From an optimization exercise on the open Yosys and OpenROAD flow, aimed at small area; shortcuts taken in it are not production practice.
Function was checked by simulation only, so behaviour that the tests miss may differ from the original.
Power figures rest on the tool's default switching activity, not on a simulated workload.

==> design/flow/design.v <==
package lmfe_pkg;
    localparam int unsigned DW  = 8;
    localparam int unsigned NUM = 49;
    localparam int unsigned MID = (NUM - 1) / 2;
    localparam int unsigned CW  = 6;
    localparam logic SE_ON = 1'b0;
endpackage
module lmfe_keep_n (
    input  logic i_prev,
    input  logic i_self,
    input  logic i_next,
    input  logic i_sel_prev,
    input  logic i_sel_self,
    input  logic i_sel_next,
    output logic o_keep_n
);
    assign o_keep_n = ~((i_prev & i_sel_prev) | (i_self & i_sel_self) | (i_next & i_sel_next));
endmodule
module lmfe_nand2 (
    input  logic i_a,
    input  logic i_b,
    output logic o_y
);
    assign o_y = ~(i_a & i_b);
endmodule
module lmfe_sort_cell (
    input  logic i_prev,
    input  logic i_self,
    input  logic i_next,
    input  logic i_ins,
    input  logic i_sel_prev,
    input  logic i_sel_self,
    input  logic i_sel_next,
    input  logic i_sel_ins,
    output logic o_next_c
);
    logic w_keep_n;
    logic w_ins_n;
    lmfe_keep_n u_keep (
        .i_prev     (i_prev),
        .i_self     (i_self),
        .i_next     (i_next),
        .i_sel_prev (i_sel_prev),
        .i_sel_self (i_sel_self),
        .i_sel_next (i_sel_next),
        .o_keep_n   (w_keep_n)
    );
    lmfe_nand2 u_ins (.i_a(i_ins), .i_b(i_sel_ins), .o_y(w_ins_n));
    lmfe_nand2 u_out (.i_a(w_keep_n), .i_b(w_ins_n), .o_y(o_next_c));
endmodule
module lmfe_gt_step (
    input  logic i_a,
    input  logic i_bn,
    input  logic i_c,
    output logic o_c
);
    assign o_c = (i_a & i_bn) | (i_a & i_c) | (i_bn & i_c);
endmodule
module lmfe_ne4 (
    input  logic [3:0] i_a,
    input  logic [3:0] i_b,
    output logic       o_ne
);
    assign o_ne = (i_a != i_b);
endmodule
module lmfe_or2 (
    input  logic i_a,
    input  logic i_b,
    output logic o_y
);
    assign o_y = i_a | i_b;
endmodule
module lmfe_or2_en (
    input  logic i_a,
    input  logic i_b,
    input  logic i_en,
    output logic o_y
);
    assign o_y = i_en & (i_a | i_b);
endmodule
module lmfe_nor2 (
    input  logic i_a,
    input  logic i_b,
    output logic o_y
);
    assign o_y = ~(i_a | i_b);
endmodule
module lmfe_slot_sel (
    input  logic i_gtn_prev,
    input  logic i_gtn_self,
    input  logic i_gtn_next,
    input  logic i_dp_prev,
    input  logic i_dp_self,
    output logic o_sel_prev,
    output logic o_sel_self,
    output logic o_sel_next,
    output logic o_sel_ins
);
    lmfe_nor2 u_sp (.i_a(i_gtn_prev), .i_b(i_dp_prev), .o_y(o_sel_prev));
    lmfe_and2 u_sn (.i_a(i_dp_self), .i_b(i_gtn_next), .o_y(o_sel_next));
    logic w_lo_n;
    lmfe_nor2 u_ssa (.i_a(i_gtn_self), .i_b(i_dp_prev), .o_y(w_lo_n));
    lmfe_a21oi u_ss (.i_a1(i_dp_self), .i_a2(i_gtn_self), .i_b1(w_lo_n), .o_y(o_sel_self));
    lmfe_nor3 u_si (.i_a(o_sel_prev), .i_b(o_sel_self), .i_c(o_sel_next), .o_y(o_sel_ins));
endmodule
module lmfe_and2 (
    input  logic i_a,
    input  logic i_b,
    output logic o_y
);
    assign o_y = i_a & i_b;
endmodule
module lmfe_nor3 (
    input  logic i_a,
    input  logic i_b,
    input  logic i_c,
    output logic o_y
);
    assign o_y = ~(i_a | i_b | i_c);
endmodule
module lmfe_a21oi (
    input  logic i_a1,
    input  logic i_a2,
    input  logic i_b1,
    output logic o_y
);
    assign o_y = ~((i_a1 & i_a2) | i_b1);
endmodule
module lmfe_gt_step2 (
    input  logic [1:0] i_a,
    input  logic [1:0] i_bn,
    input  logic       i_c,
    output logic       o_c
);
    logic w_c;
    assign w_c = (i_a[0] & i_bn[0]) | (i_a[0] & i_c) | (i_bn[0] & i_c);
    assign o_c = (i_a[1] & i_bn[1]) | (i_a[1] & w_c) | (i_bn[1] & w_c);
endmodule
module lmfe_gt_first2 (
    input  logic [1:0] i_a,
    input  logic [1:0] i_bn,
    output logic       o_c
);
    logic w_c;
    assign w_c = i_a[0] & i_bn[0];
    assign o_c = (i_a[1] & i_bn[1]) | (i_a[1] & w_c) | (i_bn[1] & w_c);
endmodule
module lmfe_o21ai (
    input  logic i_a1,
    input  logic i_a2,
    input  logic i_b1,
    output logic o_y
);
    assign o_y = ~((i_a1 | i_a2) & i_b1);
endmodule
module lmfe_grp_pfx #(
    parameter int NG = 7
) (
    input  logic [NG-1:0] i_g,
    output logic [NG:1]   o_c,
    output logic [NG:1]   o_c_n
);
    always_comb begin
        logic c;
        c = 1'b0;
        for (int g = 0; g < NG; g++) begin
            c          = c | i_g[g];
            o_c[g+1]   = c;
            o_c_n[g+1] = ~c;
        end
    end
endmodule
module lmfe_sort_end (
    input  logic i_other,
    input  logic i_self,
    input  logic i_ins,
    input  logic i_sel_other,
    input  logic i_sel_self,
    input  logic i_sel_ins,
    output logic o_next_c
);
    assign o_next_c = (i_other & i_sel_other) | (i_self & i_sel_self) | (i_ins & i_sel_ins);
endmodule
module lmfe_median_sorter #(
    parameter int unsigned DW  = lmfe_pkg::DW,
    parameter int unsigned NUM = lmfe_pkg::NUM,
    parameter int unsigned CW  = lmfe_pkg::CW
) (
    input  logic          clk,
    input  logic          RST,
    input  logic          SE,
    input  logic [DW-1:0] INS,
    input  logic [DW-1:0] DEL,
    output logic [DW-1:0] MED,
    output logic          FULL,
    output logic          ERR
);
    localparam int unsigned MID = (NUM - 1) / 2;
    localparam int unsigned GS  = 7;               
    localparam int unsigned NG  = NUM / GS;        
    logic [DW-1:0]  r_slot [NUM];
    logic [DW-1:0]  r_mid;
    logic [CW-1:0]  r_count;
    logic           r_full;
    logic           r_err;
    logic [DW-1:0]  w_cur  [NUM];
    logic [DW-1:0]  w_next [NUM];
    logic [NUM-1:0] w_cmp;      
    logic [NUM-1:0] w_open;     
    logic [NUM-1:0] w_gtn;      
    logic [NUM-1:0] w_ne_lo;    
    logic [NUM-1:0] w_ne_hi;    
    logic [NUM-1:0] w_acc;      
    logic [NG-1:0]  w_grp;      
    logic [NG:0]    w_gc_n;
    logic [NUM-1:0] w_dp;       
    logic [NG:0]    w_gc;       
    logic [NUM-1:0] w_sp, w_ss, w_sn, w_si;
    logic [DW-1:0]  w_ins_n;
    logic           w_upd;
    logic           w_del;
    logic           w_del_n;
    logic           w_absent;
    logic           w_wr_mid;
    assign w_upd   = (SE == lmfe_pkg::SE_ON);
    assign w_del   = w_upd && r_full;
    assign w_del_n = !w_del;
    assign w_ins_n = ~INS & {DW{w_upd}};
    for (genvar g = 0; g < int'(NUM); g++) begin : g_cmp
        if (g == int'(MID)) begin : g_cur
            assign w_cur[g] = r_mid;
        end else begin : g_cur
            assign w_cur[g] = r_slot[g];
        end
        logic [DW-1:0] w_c;
        lmfe_gt_first2 u_first (
            .i_a  (w_cur[g][1:0]),
            .i_bn (w_ins_n[1:0]),
            .o_c  (w_c[1])
        );
        for (genvar k = 2; k + 1 < int'(DW); k += 2) begin : g_step
            lmfe_gt_step2 u_step (
                .i_a  (w_cur[g][k+1:k]),
                .i_bn (w_ins_n[k+1:k]),
                .i_c  (w_c[k-1]),
                .o_c  (w_c[k+1])
            );
        end
        assign w_cmp[g]  = w_c[DW-1];
        assign w_open[g] = w_upd && !r_full && (r_count <= CW'(g));
        lmfe_nor2 u_gtn (.i_a(w_cmp[g]), .i_b(w_open[g]), .o_y(w_gtn[g]));
        lmfe_ne4 u_ne_lo (.i_a(w_cur[g][3:0]), .i_b(DEL[3:0]), .o_ne(w_ne_lo[g]));
        lmfe_ne4 u_ne_hi (.i_a(w_cur[g][7:4]), .i_b(DEL[7:4]), .o_ne(w_ne_hi[g]));
    end
    for (genvar b = 0; b < int'(NG); b++) begin : g_grp
        for (genvar j = 0; j < int'(GS); j++) begin : g_pos
            localparam int I = b * int'(GS) + j;
            if (j == 0) begin : g_acc
                lmfe_nor2 u_eq (.i_a(w_ne_lo[I]), .i_b(w_ne_hi[I]), .o_y(w_acc[I]));
            end else if (j % 2 == 1) begin : g_acc
                logic w_eq;
                lmfe_nor2 u_eq (.i_a(w_ne_lo[I]), .i_b(w_ne_hi[I]), .o_y(w_eq));
                lmfe_nor2 u_or (.i_a(w_acc[I-1]), .i_b(w_eq), .o_y(w_acc[I]));
            end else begin : g_acc
                lmfe_o21ai u_or (.i_a1(w_ne_lo[I]), .i_a2(w_ne_hi[I]), .i_b1(w_acc[I-1]), .o_y(w_acc[I]));
            end
            if (I == int'(NUM) - 1) begin : g_dp
                assign w_dp[I] = w_del;
            end else if (b == 0) begin : g_dp
                if (j % 2 == 0) begin : g_pol
                    lmfe_and2 u_dp (.i_a(w_acc[I]), .i_b(w_del), .o_y(w_dp[I]));
                end else begin : g_pol
                    lmfe_nor2 u_dp (.i_a(w_del_n), .i_b(w_acc[I]), .o_y(w_dp[I]));
                end
            end else begin : g_dp
                if (j % 2 == 0) begin : g_pol
                    lmfe_or2_en u_dp (.i_a(w_acc[I]), .i_b(w_gc[b]), .i_en(w_del), .o_y(w_dp[I]));
                end else begin : g_pol
                    lmfe_a21oi u_dp (.i_a1(w_acc[I]), .i_a2(w_gc_n[b]), .i_b1(w_del_n), .o_y(w_dp[I]));
                end
            end
        end
        assign w_grp[b] = w_acc[b * int'(GS) + int'(GS) - 1];
    end
    lmfe_grp_pfx #(.NG(NG)) u_gpfx (.i_g(w_grp), .o_c(w_gc[NG:1]), .o_c_n(w_gc_n[NG:1]));
    assign w_gc[0]   = 1'b0;
    assign w_gc_n[0] = 1'b1;
    assign w_absent = r_full && !w_gc[NG];
    assign w_wr_mid = r_full || (r_count >= CW'(MID));
    for (genvar g = 0; g < int'(NUM); g++) begin : g_sel
        logic sp, ss, sn, si;
        if (g == 0) begin : g_sel
            assign sp = 1'b0;
            assign ss = w_gtn[g] && !w_dp[g];
            assign sn = w_dp[g] && w_gtn[g+1];
            assign si = !(ss || sn);
        end else if (g == int'(NUM) - 1) begin : g_sel
            assign sp = !(w_gtn[g-1] || w_dp[g-1]);
            assign ss = w_gtn[g] ? !w_dp[g] : w_dp[g-1];
            assign sn = 1'b0;
            assign si = !(sp || ss);
        end else begin : g_sel
            lmfe_slot_sel u_sel (
                .i_gtn_prev (w_gtn[g-1]),
                .i_gtn_self (w_gtn[g]),
                .i_gtn_next (w_gtn[g+1]),
                .i_dp_prev  (w_dp[g-1]),
                .i_dp_self  (w_dp[g]),
                .o_sel_prev (sp),
                .o_sel_self (ss),
                .o_sel_next (sn),
                .o_sel_ins  (si)
            );
        end
        if (g == int'(MID)) begin : g_mid
            assign w_sp[g] = sp && w_wr_mid;
            assign w_sn[g] = sn && w_wr_mid;
            assign w_si[g] = si && w_wr_mid;
            assign w_ss[g] = ss || !w_wr_mid;
        end else begin : g_mid
            assign w_sp[g] = sp;
            assign w_sn[g] = sn;
            assign w_si[g] = si;
            assign w_ss[g] = ss;
        end
    end
    for (genvar g = 0; g < int'(NUM); g++) begin : g_slot
        for (genvar k = 0; k < int'(DW); k++) begin : g_bit
            if (g == 0) begin : g_cell
                lmfe_sort_end u_cell (
                    .i_other     (w_cur[g+1][k]),
                    .i_self      (w_cur[g][k]),
                    .i_ins       (INS[k]),
                    .i_sel_other (w_sn[g]),
                    .i_sel_self  (w_ss[g]),
                    .i_sel_ins   (w_si[g]),
                    .o_next_c    (w_next[g][k])
                );
            end else if (g == int'(NUM) - 1) begin : g_cell
                lmfe_sort_end u_cell (
                    .i_other     (w_cur[g-1][k]),
                    .i_self      (w_cur[g][k]),
                    .i_ins       (INS[k]),
                    .i_sel_other (w_sp[g]),
                    .i_sel_self  (w_ss[g]),
                    .i_sel_ins   (w_si[g]),
                    .o_next_c    (w_next[g][k])
                );
            end else begin : g_cell
                lmfe_sort_cell u_cell (
                    .i_prev     (w_cur[g-1][k]),
                    .i_self     (w_cur[g][k]),
                    .i_next     (w_cur[g+1][k]),
                    .i_ins      (INS[k]),
                    .i_sel_prev (w_sp[g]),
                    .i_sel_self (w_ss[g]),
                    .i_sel_next (w_sn[g]),
                    .i_sel_ins  (w_si[g]),
                    .o_next_c   (w_next[g][k])
                );
            end
        end
    end
    always_ff @(posedge clk) begin
        for (int i = 0; i < int'(NUM); i++) begin
            if (i != int'(MID)) begin
                r_slot[i] <= w_next[i];
            end
        end
    end
    always_ff @(posedge clk or posedge RST) begin
        if (RST) begin
            r_mid   <= '0;
            r_count <= '0;
            r_full  <= 1'b0;
            r_err   <= 1'b0;
        end else begin
            r_mid <= w_next[MID];
            if (w_upd) begin
                if (!r_full) begin
                    r_count <= r_count + CW'(1);
                end
                if (r_count == CW'(NUM - 1)) begin
                    r_full <= 1'b1;
                end
                if (w_absent) begin
                    r_err <= 1'b1;
                end
            end
        end
    end
    assign MED  = r_mid;
    assign FULL = r_full;
    assign ERR  = r_err;
endmodule
==> design/flow/run.sh <==
#!/bin/bash
# synth_recipe.tcl (not shown) runs the flow's synth.tcl, then flattens the netlist and writes it again
# the make line also repeats each setting of config.mk as NAME=value (left out here)
make -C /OpenROAD-flow-scripts/flow DESIGN_CONFIG=/design/flow/config.mk WORK_HOME=/design/flow/orfs CLKGATE_MAP_FILE= SYNTH_SCRIPT=/design/flow/synth_recipe.tcl finish
==> design/flow/config.mk <==
export PLATFORM = sky130hd
export DESIGN_NAME = lmfe_median_sorter
export DESIGN_NICKNAME = lmfe_median_sorter
export VERILOG_FILES = /design/flow/design.v
export SDC_FILE = /design/flow/constraint.sdc
export NUM_CORES = 4
export LEC_CHECK = 0
export CAP_MARGIN = 20
export CORE_MARGIN = 2
export CORE_UTILIZATION = 50
export SLEW_MARGIN = 20
export SYNTH_HIERARCHICAL = 1
==> design/flow/constraint.sdc <==
create_clock -name core_clock -period 6.0 [get_ports {clk}]
set_input_delay 1.2000 -clock core_clock [delete_from_list [all_inputs] [get_ports {clk}]]
set_output_delay 1.2000 -clock core_clock [all_outputs]
set_load 0.01 [all_outputs]
==> impl_metrics.ini, run 1 <==
[worst_setup_path]
endpoint = r_slot[47][0]$_DFF_P_
path_depth = 18
reg2reg_setup_slack_ns = 1.73
cpMaxStageDelayCell = or4_1
cp_cell_sequence = buf_4, buf_4, xnor2_1, nand4_1, nor2_1, nor2_1, o21ai_1, nor2_1, o21ai_1, nor2_1, o21ai_1, or4_1, o21a_1, nor2_1, a21oi_2, nor3_2, nand2_1, nand2_1
critPathMostFrequentCell = nor2_1
cp_num_buf_inv = 2
critical_path_class = in -> reg
reg2regPathDepth = 18
end_kind = register
startpoint_type = primary input
crit_fanout = 20
r2r_start = r_slot[15][5]$_DFF_P_
timing.rr.end = r_slot[47][0]$_DFF_P_
slowest_delay_ns = 0.65
cp_top_family = simple AND/OR/NAND/NOR gates
cp.required_ns = 6.53
worstSetupStartpoint = DEL[1]
critPathArrivalTime_ns = 5.38

[clock_tree]
path_clk_slew_ns = 0.06
cts-root-buf = clkbuf_16
clkSinkCount = 400
post_cts_resize_count = 0
cts_max_level = 2
clock_latency_ns = 0.60
cts_tree = built
post-cts-setup-buffer-count = 0
cts_max_path_buffers = 3
cts-buffers-inserted = 47
postCtsHoldBufs = 0

[floorplanning]
num_rows = 83
io_pins = 29
core_area_um2 = 51300
initial_utilization_pct = 50.6
die_w_um = 232
fp.dieH_um = 232
dieArea_um2 = 53700

[timing]
post-route-period-util_pct = 80.9
drv_slew = 0
finalSetupViolCount = 0
tightest_slew_ns = 1.07
hold_viol = 0
rsz0062_at_grt = no
timing.fmax_mhz = 206
clock_skew_ns = 0.0191
finalCriticalPeriod_ns = 4.85
timing.hold.ws_ns = 0.552
slew_headroom_pct = 28.5
finalSetupTns_ns = 0

[synth]
synth-warning-count = 13
postSynthAreaPerCell_um2 = 7.74
syn_nets = 3378
syn_area_um2 = 26000
netlist_instances = 3353

[job]
maxCapViolCount = 0

[place]
dp_cells = 4107
hpwl_mm = 70.2
gp_congestion = 0.952
placed_cell_area_um2 = 27600
port_buffers = 28

[cells_and_area]
drive_above_1_share_pct = 8.01
final_area_um2 = 29200
fillers = 4761
layout.area.seq_um2 = 8090
final_nets = 3501
diodes = 0
multi_input_area_um2 = 17700
fin_cells = 4190
syn_to_final_growth_pct = 12.4

[global_route]
grt_max_degree = 99
grt_pass1_vias = 27100
grt_pass1_wl_mm = 163
grt_usage_pct = 38.3
grt-ovfl-total = 0
antenna_found_initial = 0

[worst_hold_path]
hp-class = reg -> reg

[detailed_routing]
avgRoutedWirePerCell_um = 25.5
wirelength_mm = 107
dr.pass1.iters = 17
drc_errors = 0
vias = 29700
drt-initial-drc-count = 5371
drtAntennaViolNets = 0
viasPerCell = 7.08

[pwr]
pwr_density_cell_nw_per_um2 = 685
ir_worst_vdd_mv = 0.388
p_leak_nw = 11.3

[status]
run_status = no timing/DRC/antenna violations
-- registers in the layout (all words and copies together), names as in the netlist --
signal and count:
r_count 6, r_err 1, r_slot 384, r_full 1
r_mid 8
-- where the power goes --
group | internal, mW | switching, mW | total, mW
Combinational | 4.22 | 5.28 | 9.49
Clock | 1.79 | 1.20 | 2.99
Sequential | 4.25 | 3.25 | 7.49
-- worst min path at each step --
stage	startpoint	end	slack (ns)	depth (start not counted)
6_report	r_err$_DFFE_PP0P_	r_err$_DFFE_PP0P_	0.55	1
5_1_grt	r_err$_DFFE_PP0P_	r_err$_DFFE_PP0P_	0.55	1
4_1_cts	r_err$_DFFE_PP0P_	r_err$_DFFE_PP0P_	0.55	1
3_5_place_dp	r_err$_DFFE_PP0P_	r_err$_DFFE_PP0P_	0.54	1
3_3_place_gp	r_err$_DFFE_PP0P_	r_err$_DFFE_PP0P_	0.52	1
2_1_floorplan	r_err$_DFFE_PP0P_	r_err$_DFFE_PP0P_	0.51	1
-- through the flow --
step	worst slack, ns	utilization (%)	total power [mW]
after floorplan	0.245	-	13.6
after global placement	0.802	53.8	16.3
after detailed placement	0.683	53.8	16.6
after CTS	1.30	56.8	19.6
after global routing	0.924	56.8	21.3
final	1.15	56.8	20.0
-- metal layers --
| layer | global-route usage [%] | share of wire [%] | vias up |
|---|---|---|---|
| met5 | 0 | 0 | - |
| met4 | 17.3 | 4.3 | 0 |
| met3 | 6.56 | 11 | 386 |
| met2 | 60.8 | 45 | 2045 |
| met1 | 51.0 | 39 | 14000 |
| li1 | - | - | 13200 |
-- cell usage in the layout, fill, tap and decap left out, types with 12 or more instances in the layout --
master and count:
a31oi_1 53, xnor2_1 397, buf_4 61, inv_1 26
o22ai_1 147, nand2_1 913, nor2_1 260, o21a_1 27
dfrtp_1 16, clkbuf_16 49, a21oi_2 65, clkdlybuf4s50_1 12
o21ai_1 168, a21oi_1 225, nor3_2 47, dfxtp_1 384
and2_1 53, a222oi_1 392, nand4_1 99
-- final cells by class --
type / instances / area share (%)
clock inverters: 12 / 0.549
clock buffers: 71 / 4.87
multi-input cells: 2909 / 60.8
repair buffers: 90 / 2.74
well taps: 680 / 2.92
inverters: 28 / 0.378
flip-flops and latches: 400 / 27.7
==> run 2: changes to the inputs <==
--- a/design/flow/config.mk
+++ b/design/flow/config.mk
@@ -8,5 +8,7 @@
 export CAP_MARGIN = 20
 export CORE_MARGIN = 2
 export CORE_UTILIZATION = 50
+export CTS_CLUSTER_DIAMETER = 100
+export CTS_CLUSTER_SIZE = 20
 export SLEW_MARGIN = 20
 export SYNTH_HIERARCHICAL = 1
==> run 2 against run 1 <==
  * Hold slack improved by 0.0027 ns
  * Utilization fell by 1.7 points
  * Wire length fell by 0.59%
  * Sequential share of layout area rose by 0.87 points
  * Total power fell by 6.1%
  * Non-clock buffer count did not move
  * Register-to-register slack got worse by 0.09 ns
  * Synthesized cell count did not move
  * Critical path type unchanged
  * Critical endpoint is now r_slot[47][7]$_DFF_P_
  * Largest power group unchanged
==> impl_metrics.ini, run 2 <==
[worst_hold_path]
hp-class = reg -> reg
whs_path_depth = 1
hold_start = r_err$_DFFE_PP0P_
hold_end = r_err$_DFFE_PP0P_

[worst_setup_path]
critical_path_class = in -> reg
crit_fanout = 18
critPathMostFrequentCell = nor2_1
reg2regPathDepth = 17
worstSetupStartpoint = DEL[4]
timing.rr.end = r_slot[47][7]$_DFF_P_
reg2reg_setup_slack_ns = 1.64
cp.required_ns = 6.48
cp_cell_sequence = buf_4, xnor2_1, nand4_1, nor2_1, nor2_1, o21ai_1, nor2_1, o21ai_1, nor2_1, o21ai_1, nor3_4, inv_2, or4_1, o21a_1, nor2_1, nor3_2, nand2_1, nand2_1
cpMaxStageDelayCell = or4_1
startpoint_type = primary input
slowest_delay_ns = 0.53
end_kind = register
critPathArrivalTime_ns = 5.37
r2r_start = r_slot[15][7]$_DFF_P_

[clock_tree]
cts_tree = built
post-cts-setup-buffer-count = 0
clock_latency_ns = 0.60
cts-buffers-inserted = 24
postCtsHoldBufs = 0
cts_max_level = 1
path_clk_slew_ns = 0.09
cts_max_path_buffers = 3
clkSinkCount = 400
cts-root-buf = clkbuf_16
post_cts_resize_count = 0

[global_route]
grt_max_degree = 99
grt-ovfl-total = 0
grt_pass1_vias = 26700
grt_util_met3_pct = 5.89
grt_util_met2_pct = 60.0
grt_pass1_wl_mm = 161
met1_usage_pct = 51.3
grt-busiest-layer = met2
antenna_found_initial = 0
grt_usage_pct = 37.9

[timing]
hold_viol = 0
tightest_slew_ns = 1.08
finalSetupTns_ns = 0
timing.hold.ws_ns = 0.555
slew_headroom_pct = 27.8
timing.fmax_mhz = 204
finalCriticalPeriod_ns = 4.89
clock_skew_ns = 0.0273
post-route-period-util_pct = 81.5
rsz0062_at_grt = no
finalSetupViolCount = 0
drv_slew = 0

[cells_and_area]
top_regs = r_slot x384, r_mid x8, r_count x6
drive_above_1_share_pct = 6.88
syn_to_final_growth_pct = 8.94
final_common_cell = nand2_1
largest_reg_flops = 384
layout_common_cells = 913 x nand2_1, 397 x xnor2_1, 392 x a222oi_1
final_nets = 3478
top_register = r_slot
diodes = 0

[synth]
syn_area_um2 = 26000
netlist_instances = 3353
postSynthAreaPerCell_um2 = 7.74
syn_nets = 3378
synth-warning-count = 13

[floorplanning]
fp.dieH_um = 232
core_area_um2 = 51300
die_w_um = 232
dieArea_um2 = 53700
initial_utilization_pct = 50.6
num_rows = 83
io_pins = 29

[detailed_routing]
avgRoutedWirePerCell_um = 25.6
viasPerCell = 7.12
drtAntennaViolNets = 0
vias = 29500
drt-initial-drc-count = 5080
dr.pass1.iters = 15
wirelength_mm = 106
drc_errors = 0

[pwr]
pwr_density_cell_nw_per_um2 = 663
ir_worst_vdd_mv = 0.414
p_leak_nw = 10.8

[place]
hpwl_mm = 70.2
gp_congestion = 0.952
port_buffers = 28

[status]
run_status = no timing/DRC/antenna violations

[job]
maxCapViolCount = 0
[run 2: power breakdown]
part | switching [mW] | internal, mW | total, mW
sequential | 3.24 | 4.24 | 7.48
clock | 0.987 | 0.799 | 1.79
combinational | 5.26 | 4.22 | 9.48
[run 2: routing by layer]
layer  up-vias  share of wire [%]
li1      13100                  -
met1     14000                 40
met2      1960                 45
met3       350                 11
met4         0                4.4
met5         -                  0
[run 2: stage by stage]
| stage | total power [mW] | std cells | setup slack (ns) | instance area, um^2 | utilization (%) |
|---|---|---|---|---|---|
| floorplan | 13.6 | 3353 | 0.245 | 26000 | - |
| global placement | 16.3 | 4107 | 0.802 | 27600 | 53.8 |
| detailed placement | 16.6 | 4107 | 0.683 | 27600 | 53.8 |
| CTS | 18.4 | 4140 | 1.30 | 28300 | 55.1 |
| global route | 20.0 | 4140 | 0.920 | 28300 | 55.1 |
| finish | 18.7 | 4140 | 1.11 | 28300 | 55.1 |
[run 2: how the worst max path moves through the flow]
stage | slack (ns) | cells after the start | to
after CTS | 1.30 | 18 | r_slot[47][0]$_DFF_P_
after detailed placement | 0.68 | 18 | r_slot[47][0]$_DFF_P_
final | 1.11 | 18 | r_slot[47][7]$_DFF_P_
after global placement | 0.80 | 18 | r_slot[47][5]$_DFF_P_
after global routing | 0.92 | 19 | r_slot[43][5]$_DFF_P_
after floorplan | 0.24 | 15 | r_slot[48][0]$_DFF_P_
[run 2: final cells by class]
class | count | area [um^2]
clock buffers | 29 | 641
clock inverters | 4 | 51.3
fillers | 4867 | 23000
inverters | 28 | 110
multi-input cells | 2909 | 17700
flip-flops and latches | 400 | 8090
well taps | 680 | 851
repair buffers | 90 | 798
[run 2: critical path, delay by kind of cell]
family	cells	cell delay, ns
xor+xnor	1	0.14
compound gates	4	0.88
buf+inv	2	0.59
simple gates	11	2.53
==> run 3: changes to the inputs <==
--- a/design/flow/config.mk
+++ b/design/flow/config.mk
@@ -9,6 +9,6 @@
 export CORE_MARGIN = 2
 export CORE_UTILIZATION = 50
 export CTS_CLUSTER_DIAMETER = 100
-export CTS_CLUSTER_SIZE = 20
+export CTS_CLUSTER_SIZE = 24
 export SLEW_MARGIN = 20
 export SYNTH_HIERARCHICAL = 1
==> run 3 against run 2 <==
  * Hold slack gained 0.0096 ns
  * Largest power group unchanged
  * Critical path type unchanged
  * Non-clock buffer count is the same
  * Global-route usage is essentially flat
  * Flip-flop and latch count is the same
  * Synthesized cell count is the same
  * Clock skew grew 0.0034 ns
==> impl_metrics.ini, run 3 <==
[status]
run_status = no timing/DRC/antenna violations

[timing]
finalSetupTns_ns = 0
rsz0062_at_grt = no
timing.hold.ws_ns = 0.565
finalSetupViolCount = 0
slew_headroom_pct = 25.7
post-route-period-util_pct = 80.4
tightest_slew_ns = 1.10
hold_viol = 0
finalCriticalPeriod_ns = 4.82
drv_slew = 0
timing.fmax_mhz = 207
clock_skew_ns = 0.0307

[cells_and_area]
syn_to_final_growth_pct = 8.84
top_register = r_slot
fin_cells = 4140
final_common_cell = nand2_1
largest_reg_flops = 384
drive_above_1_share_pct = 6.94
final_area_um2 = 28200
diodes = 0
fillers = 4867
layout_common_cells = 913 x nand2_1, 397 x xnor2_1, 392 x a222oi_1
final_nets = 3476
top_regs = r_slot x384, r_mid x8, r_count x6
multi_input_area_um2 = 17700
layout.area.seq_um2 = 8090

[clock_tree]
post-cts-setup-buffer-count = 0
cts-buffers-inserted = 22
cts_max_level = 1
postCtsHoldBufs = 0
path_clk_slew_ns = 0.09
cts-root-buf = clkbuf_16
clkSinkCount = 400
cts_max_path_buffers = 3
clock_latency_ns = 0.59
post_cts_resize_count = 0
cts_tree = built

[global_route]
grt_max_degree = 99
grt_usage_pct = 37.9
grt-ovfl-total = 0
antenna_found_initial = 0
grt_pass1_wl_mm = 161
grt_pass1_vias = 26700

[synth]
syn_nets = 3378
postSynthAreaPerCell_um2 = 7.74
netlist_instances = 3353
synth-warning-count = 13
syn_area_um2 = 26000

[floorplanning]
die_w_um = 232
dieArea_um2 = 53700
num_rows = 83
fp.dieH_um = 232
io_pins = 29
core_area_um2 = 51300
initial_utilization_pct = 50.6

[worst_setup_path]
reg2regPathDepth = 18
cp_top_family = simple AND/OR/NAND/NOR gates
cp.required_ns = 6.53
cp_cell_sequence = buf_4, buf_4, xnor2_1, nand4_1, nor2_1, nor2_1, o21ai_1, nor2_1, o21ai_1, nor2_1, o21ai_1, or4_1, o21a_1, nor2_1, a21oi_2, nor3_2, nand2_1, nand2_1
critical_path_class = in -> reg
end_kind = register
slowest_delay_ns = 0.65
r2r_start = r_slot[15][7]$_DFF_P_
startpoint_type = primary input
cpMaxStageDelayCell = or4_1
critPathMostFrequentCell = nor2_1
crit_fanout = 20
critPathArrivalTime_ns = 5.35
reg2reg_setup_slack_ns = 1.71
timing.rr.end = r_slot[47][0]$_DFF_P_
cp_num_buf_inv = 2

[detailed_routing]
vias = 29300
drt-initial-drc-count = 5175
viasPerCell = 7.07
drtAntennaViolNets = 0
dr.pass1.iters = 15
drc_errors = 0
avgRoutedWirePerCell_um = 25.5
wirelength_mm = 106

[pwr]
pwr_density_cell_nw_per_um2 = 661
p_leak_nw = 10.8
ir_worst_vdd_mv = 0.404

[place]
hpwl_mm = 70.2
gp_congestion = 0.952
placed_cell_area_um2 = 27600
dp_cells = 4107
port_buffers = 28

[worst_hold_path]
hp-class = reg -> reg
whs_path_depth = 1
hold_start = r_err$_DFFE_PP0P_
hold_end = r_err$_DFFE_PP0P_

[job]
maxCapViolCount = 0
-- run 3: cell types whose count changed in the layout (fill, tap and decap cells not counted), sizes merged --
cell      previous run  this run
clkbuf              29        26
clkinv               3         1
inv                 27        32
clkinvlp             1         2
bufinv               1         0
-- run 3: worst max-delay path by stage --
| stage | start | endpoint | slack [ns] | cells past startpoint |
|---|---|---|---|---|
| after detailed placement | DEL[1] | r_slot[47][0]$_DFF_P_ | 0.68 | 18 |
| after CTS | DEL[1] | r_slot[47][0]$_DFF_P_ | 1.29 | 18 |
| after global routing | DEL[4] | r_slot[43][5]$_DFF_P_ | 0.89 | 19 |
| after global placement | DEL[1] | r_slot[47][5]$_DFF_P_ | 0.80 | 18 |
| final | DEL[1] | r_slot[47][0]$_DFF_P_ | 1.18 | 18 |
| after floorplan | SE | r_slot[48][0]$_DFF_P_ | 0.24 | 15 |
-- run 3: cell type report --
class                      instances  share of cell area, %
multi-input combinational       2909                   62.8
sequential                       400                   28.6
tap                              680                   3.01
timing repair buffer              90                   2.83
clock buffer                      26                   2.11
inverter                          28                  0.390
clock inverter                     7                  0.244
-- run 3: layer usage --
layer / global-route usage, % / share of wire, % / vias up
met2: 60.0 / 45 / 1985
met1: 51.1 / 39 / 13800
li1: - / - / 13100
met3: 5.97 / 11 / 352
met5: 0 / 0 / -
met4: 15.8 / 4.4 / 0
-- run 3: where the power goes --
group,internal [mW],leakage [nW],total (mW),switching [mW]
combinational,4.22,7.04,9.48,5.26
clock,0.731,0.320,1.73,0.999
sequential,4.23,3.43,7.47,3.23
-- run 3: per-stage QoR --
| stage | setup slack, ns | util, % | power (mW) |
|---|---|---|---|
| finish | 1.18 | 55.1 | 18.7 |
| detailed placement | 0.683 | 53.8 | 16.6 |
| CTS | 1.29 | 55.1 | 18.3 |
| floorplan | 0.245 | - | 13.6 |
| global placement | 0.802 | 53.8 | 16.3 |
| global route | 0.885 | 55.1 | 20.0 |
==> run 4: changes to the inputs <==
--- a/design/flow/design.v
+++ b/design/flow/design.v
@@ -98,9 +98,9 @@
 );
     lmfe_nor2 u_sp (.i_a(i_gtn_prev), .i_b(i_dp_prev), .o_y(o_sel_prev));
     lmfe_and2 u_sn (.i_a(i_dp_self), .i_b(i_gtn_next), .o_y(o_sel_next));
-    logic w_lo_n;
-    lmfe_nor2 u_ssa (.i_a(i_gtn_self), .i_b(i_dp_prev), .o_y(w_lo_n));
-    lmfe_a21oi u_ss (.i_a1(i_dp_self), .i_a2(i_gtn_self), .i_b1(w_lo_n), .o_y(o_sel_self));
+    logic w_hi_n;
+    lmfe_nand2 u_ssa (.i_a(i_dp_self), .i_b(i_gtn_self), .o_y(w_hi_n));
+    lmfe_or2_en u_ss (.i_a(i_gtn_self), .i_b(i_dp_prev), .i_en(w_hi_n), .o_y(o_sel_self));
     lmfe_nor3 u_si (.i_a(o_sel_prev), .i_b(o_sel_self), .i_c(o_sel_next), .o_y(o_sel_ins));
 endmodule
 module lmfe_and2 (
==> run 4 against run 3 <==
  * Largest cell class unchanged
  * Critical path type unchanged
  * Global-route usage hardly changed
  * Setup slack better by 0.093 ns
  * Sequential share of layout area hardly changed
  * Critical endpoint is now r_slot[48][4]$_DFF_P_
==> impl_metrics.ini, run 4 <==
[status]
run_status = no timing/DRC/antenna violations

[cells_and_area]
fillers = 4939
diodes = 0
layout.area.seq_um2 = 8090
fin_cells = 4147
layout_common_cells = 960 x nand2_1, 397 x xnor2_1, 392 x a222oi_1
final_nets = 3484
multi_input_area_um2 = 17700
drive_above_1_share_pct = 5.77
largest_reg_flops = 384
top_regs = r_slot x384, r_mid x8, r_count x6
syn_to_final_growth_pct = 9.23
final_common_cell = nand2_1
top_register = r_slot

[pwr]
netSwitchingFraction_pct = 50.6
power_frac_comb_pct = 50.4
sequentialPowerShare_pct = 40.1
pwr_density_cell_nw_per_um2 = 662
p_leak_nw = 10.7
internal_power_mw = 9.24
clkPwrFrac_pct = 9.5
ir_worst_vdd_mv = 0.365
p_sw_mw = 9.48

[clock_tree]
path_clk_slew_ns = 0.10
cts_max_path_buffers = 3
cts_tree = built
post-cts-setup-buffer-count = 0
clock_latency_ns = 0.60
post_cts_resize_count = 0
cts_max_level = 1
cts-root-buf = clkbuf_16
clkSinkCount = 400
postCtsHoldBufs = 0
cts-buffers-inserted = 22

[timing]
rsz0062_at_grt = no
timing.fmax_mhz = 212
finalSetupViolCount = 0
hold_viol = 0
finalSetupTns_ns = 0
timing.hold.ws_ns = 0.588
post-route-period-util_pct = 78.8
fin_ws_ns = 1.27
drv_slew = 0
finalCriticalPeriod_ns = 4.73
tightest_slew_ns = 1.11
clock_skew_ns = 0.0276
slew_headroom_pct = 25.6

[worst_setup_path]
timing.rr.end = r_slot[47][7]$_DFF_P_
reg2regPathDepth = 17
startpoint_type = primary input
reg2reg_setup_slack_ns = 1.88
r2r_start = r_slot[14][3]$_DFF_P_
worstSetupStartpoint = DEL[5]
end_kind = register
cp.required_ns = 6.48
critical_path_class = in -> reg
critPathArrivalTime_ns = 5.20
crit_fanout = 16

[worst_hold_path]
whs_path_depth = 1
hp-class = reg -> reg
hold_end = r_err$_DFFE_PP0P_
hold_start = r_err$_DFFE_PP0P_

[place]
dp_cells = 4115
pre_cts_slack_ns = 0.825
port_buffers = 28
hpwl_mm = 71.0
gp_congestion = 0.931

[global_route]
grt_max_degree = 99
grt_usage_pct = 37.9
grt_pass1_vias = 27100
antenna_found_initial = 0
grt-ovfl-total = 0
grt_pass1_wl_mm = 161

[synth]
synth-warning-count = 13
netlist_instances = 3353
syn_nets = 3378
postSynthAreaPerCell_um2 = 7.72
syn_area_um2 = 25900

[detailed_routing]
topRoutingLayerUsed = met4
dr.pass1.iters = 17
met1_length_mm = 42.1
avgRoutedWirePerCell_um = 25.8
drtAntennaViolNets = 0
vias = 29400
viasPerCell = 7.09
drc_errors = 0
wirelength_mm = 107
met3RoutedLength_mm = 11.6
drt-initial-drc-count = 5417
met2_length_mm = 48.3

[floorplanning]
core_area_um2 = 51300
die_w_um = 232
dieArea_um2 = 53600
initial_utilization_pct = 50.5
io_pins = 29
num_rows = 83
fp.dieH_um = 232

[job]
maxCapViolCount = 0
[run 4: final cells by class]
class	instances	area share, %
clock buffer	25	2.06
clock inverter	7	0.332
inverter	28	0.389
multi-input combinational	2909	62.5
sequential	400	28.6
tap	680	3.01
timing repair buffer	98	3.12
[run 4: worst max path at each step]
| stage | cells after the start | to |
|---|---|---|
| final | 19 | r_slot[48][4]$_DFF_P_ |
| after global routing | 19 | r_slot[48][2]$_DFF_P_ |
| after CTS | 19 | r_slot[48][4]$_DFF_P_ |
| after detailed placement | 19 | r_slot[48][3]$_DFF_P_ |
| after global placement | 17 | r_slot[43][5]$_DFF_P_ |
| after floorplan | 15 | r_slot[48][0]$_DFF_P_ |
[run 4: routing by layer]
layer,vias up,GRT usage [%]
li1,13100,-
met3,359,5.65
met1,14000,50.0
met5,-,0
met2,1897,61.9
met4,0,15.6
[run 4: power by group through the flow]
stage	logic (mW)	clock network (mW)	registers, mW
after CTS	9.22	1.79	7.34
after global routing	10.5	1.88	7.64
after detailed placement	9.18	0	7.41
final	9.43	1.77	7.51
after floorplan	7.38	0	6.11
after global placement	8.93	0	7.41
[run 4: critical path: stages]
cell and delay, ns:
buf_4 0.27, buf_4 0.40, xnor2_1 0.20, nand4_1 0.12, nor2_1 0.18, nor2_1 0.10, o21ai_1 0.11, nor2_1 0.09
o21ai_1 0.33, nor3_4 0.11, inv_2 0.25, nor4_1 0.08, buf_4 0.17, a21oi_2 0.18, nor2_1 0.07, a21oi_1 0.55
nor2_1 0.30, a222oi_1 0.39, inv_1 0.08
[run 4: stage by stage]
stage | instance area, um^2 | utilization (%) | power [mW]
finish | 28300 | 55.1 | 18.7
global route | 28300 | 55.1 | 20.0
CTS | 28300 | 55.1 | 18.4
detailed placement | 27600 | 53.8 | 16.6
global placement | 27600 | 53.8 | 16.3
floorplan | 25900 | - | 13.5
==> run 5: changes to the inputs <==
--- a/design/flow/config.mk
+++ b/design/flow/config.mk
@@ -7,7 +7,7 @@
 export LEC_CHECK = 0
 export CAP_MARGIN = 20
 export CORE_MARGIN = 2
-export CORE_UTILIZATION = 50
+export CORE_UTILIZATION = 55
 export CTS_CLUSTER_DIAMETER = 100
 export CTS_CLUSTER_SIZE = 24
 export SLEW_MARGIN = 20
==> run 5 against run 4 <==
  * Still clean
  * First-iteration DRC count up 15%
  * Setup slack lost 0.15 ns
  * Combinational power decreased by 0.5%
  * Critical endpoint is now r_slot[48][1]$_DFF_P_
  * Largest cell class unchanged
  * Highest routed layer unchanged
==> impl_metrics.ini, run 5 <==
[clock_tree]
postCtsHoldBufs = 0
cts-buffers-inserted = 21
post-cts-setup-buffer-count = 0
cts_tree = built
clkSinkCount = 400
cts_max_path_buffers = 3
clock_latency_ns = 0.60
path_clk_slew_ns = 0.10
post_cts_resize_count = 0
cts-root-buf = clkbuf_16
cts_max_level = 1

[cells_and_area]
final_common_cell = nand2_1
fin_cells = 4057
top_register = r_slot
drive_above_1_share_pct = 5.25
final_nets = 3467
final_util_pct = 60.2
largest_reg_flops = 384
layout_common_cells = 960 x nand2_1, 397 x xnor2_1, 392 x a222oi_1
top_regs = r_slot x384, r_mid x8, r_count x6
final_area_um2 = 28000
syn_to_final_growth_pct = 8.20

[place]
placed_cell_area_um2 = 27400
hpwl_mm = 69.0
pre_cts_slack_ns = 0.660
dp_cells = 4026
gp_congestion = 0.958
port_buffers = 28

[global_route]
grt_usage_pct = 40.4
grt_pass1_wl_mm = 159
grt_max_degree = 55
antenna_found_initial = 2
grt_pass1_vias = 27100
grt-ovfl-total = 0

[pwr]
internal_power_mw = 9.20
p_leak_nw = 10.6
p_sw_mw = 9.45
pwr_density_cell_nw_per_um2 = 665
total_power_mw = 18.6
power_frac_comb_pct = 50.3
ir_worst_vdd_mv = 0.425
sequentialPowerShare_pct = 40.5
clkPwrFrac_pct = 9.2
netSwitchingFraction_pct = 50.7

[timing]
timing.hold.ws_ns = 0.571
finalSetupViolCount = 0
finalCriticalPeriod_ns = 4.88
post-route-period-util_pct = 81.4
finalSetupTns_ns = 0
fin_ws_ns = 1.12
clock_skew_ns = 0.0487
timing.fmax_mhz = 205
tightest_slew_ns = 1.16
rsz0062_at_grt = no
drv_slew = 0
hold_viol = 0
slew_headroom_pct = 22.2

[worst_setup_path]
startpoint_type = primary input
end_kind = register
cp_cell_sequence = buf_4, buf_4, xnor2_1, nand4_1, o21ai_1, nor2_1, o21ai_1, nor2_1, o21ai_1, nor4_1, buf_4, a21oi_2, nor2_1, a21oi_1, nor2_1, a222oi_1, inv_1
cp.required_ns = 6.44
critPathMostFrequentCell = nor2_1
crit_fanout = 28
critical_path_class = in -> reg
reg2regPathDepth = 17
path_depth = 17
cp_top_family = compound AO/OA/AOI/OAI gates
cp_num_buf_inv = 4
critPathArrivalTime_ns = 5.33
cpMaxStageDelayCell = a21oi_1
slowest_delay_ns = 0.55

[worst_hold_path]
whs_path_depth = 1
hp-class = reg -> reg

[detailed_routing]
drtAntennaViolNets = 0
vias = 29500
drt-initial-drc-count = 6203
wirelength_mm = 104
avgRoutedWirePerCell_um = 25.7
dr.pass1.iters = 22
viasPerCell = 7.26
drc_errors = 0

[synth]
netlist_instances = 3353
synth-warning-count = 13
postSynthAreaPerCell_um2 = 7.72
syn_nets = 3378
syn_area_um2 = 25900

[floorplanning]
io_pins = 29
die_w_um = 221
core_area_um2 = 46600
dieArea_um2 = 48800
fp.dieH_um = 221
initial_utilization_pct = 55.6
num_rows = 79

[status]
run_status = no timing/DRC/antenna violations

[job]
maxCapViolCount = 0
[run 5: cell type report]
cell class | instances | area, um^2
Clock inverter | 5 | 85.1
Multi-Input combinational cell | 2909 | 17700
Antenna cell | 2 | 5.00
Inverter | 28 | 110
Clock buffer | 24 | 558
Tap cell | 607 | 759
Fill cell | 4226 | 18500
Timing Repair Buffer | 82 | 738
Sequential cell | 400 | 8090
[run 5: power groups by stage]
stage / sequential, mW / combinational, mW / clock [mW]
CTS: 7.35 / 9.15 / 1.73
floorplan: 6.11 / 7.38 / 0
detailed placement: 7.42 / 9.10 / 0
global placement: 7.41 / 8.79 / 0
finish: 7.55 / 9.38 / 1.72
global route: 7.65 / 10.4 / 1.81
[run 5: final timing paths]
path / startpoint / endpoint / slack, ns
hold reg to reg: r_err$_DFFE_PP0P_ / r_err$_DFFE_PP0P_ / 0.57
setup / recovery: DEL[5] / r_slot[48][1]$_DFF_P_ / 1.12
max in group asynchronous: RST / r_count[0]$_DFFE_PP0P_ / 4.50
setup reg to reg: r_slot[15][2]$_DFF_P_ / r_slot[45][4]$_DFF_P_ / 1.77
hold / removal: r_err$_DFFE_PP0P_ / r_err$_DFFE_PP0P_ / 0.57
min in group asynchronous: RST / r_mid[0]$_DFF_PP0_ / 1.05
[run 5: metal layers]
metal  track usage [%]  part of all wire [%]  up-vias
met5                 0                     0        -
met4              19.6                   4.9        0
met3              7.60                    13      386
met2              63.5                    44     2138
met1              53.3                    38    13900
li1                  -                     -    13100

==> re-timing with driven ports <==
In the flow no input, the clock included, has a driving cell. The finished layouts below were timed again as built, in two steps. Step 1 sets driving cells, clkbuf_16 on the clock port and buf_2 on the other inputs (assumed; they add their load-dependent delay and slew). Step 2 adds t to the input delays and takes it off the output delays; t is the mean of the earliest and latest rising clock arrival at the registers after step 1. Input paths then give back, and output paths get back, about the clock's delay inside the block. Three values: ideal ports, drivers, drivers and shift; two values: the first two.
| run | shift t [ns] | setup WS [ns] | worst hold slack (ns) | pins driven straight from the clock port |
|---|---|---|---|---|
| run 1 | 0.653 | 1.148 / 1.184 / 0.531 | 0.552 / 0.552 / 0.552 | 1 |
| run 2 | 0.649 | 1.110 / 1.146 / 0.497 | 0.555 / 0.555 / 0.555 | 1 |
| run 3 | 0.640 | 1.179 / 1.211 / 0.571 | 0.565 / 0.565 / 0.565 | 1 |
| run 4 | 0.651 | 1.272 / 1.306 / 0.655 | 0.588 / 0.588 / 0.588 | 1 |
| run 5 | 0.640 | 1.118 / 1.154 / 0.514 | 0.571 / 0.571 / 0.571 | 1 |
After both steps every run listed still meets setup and hold.
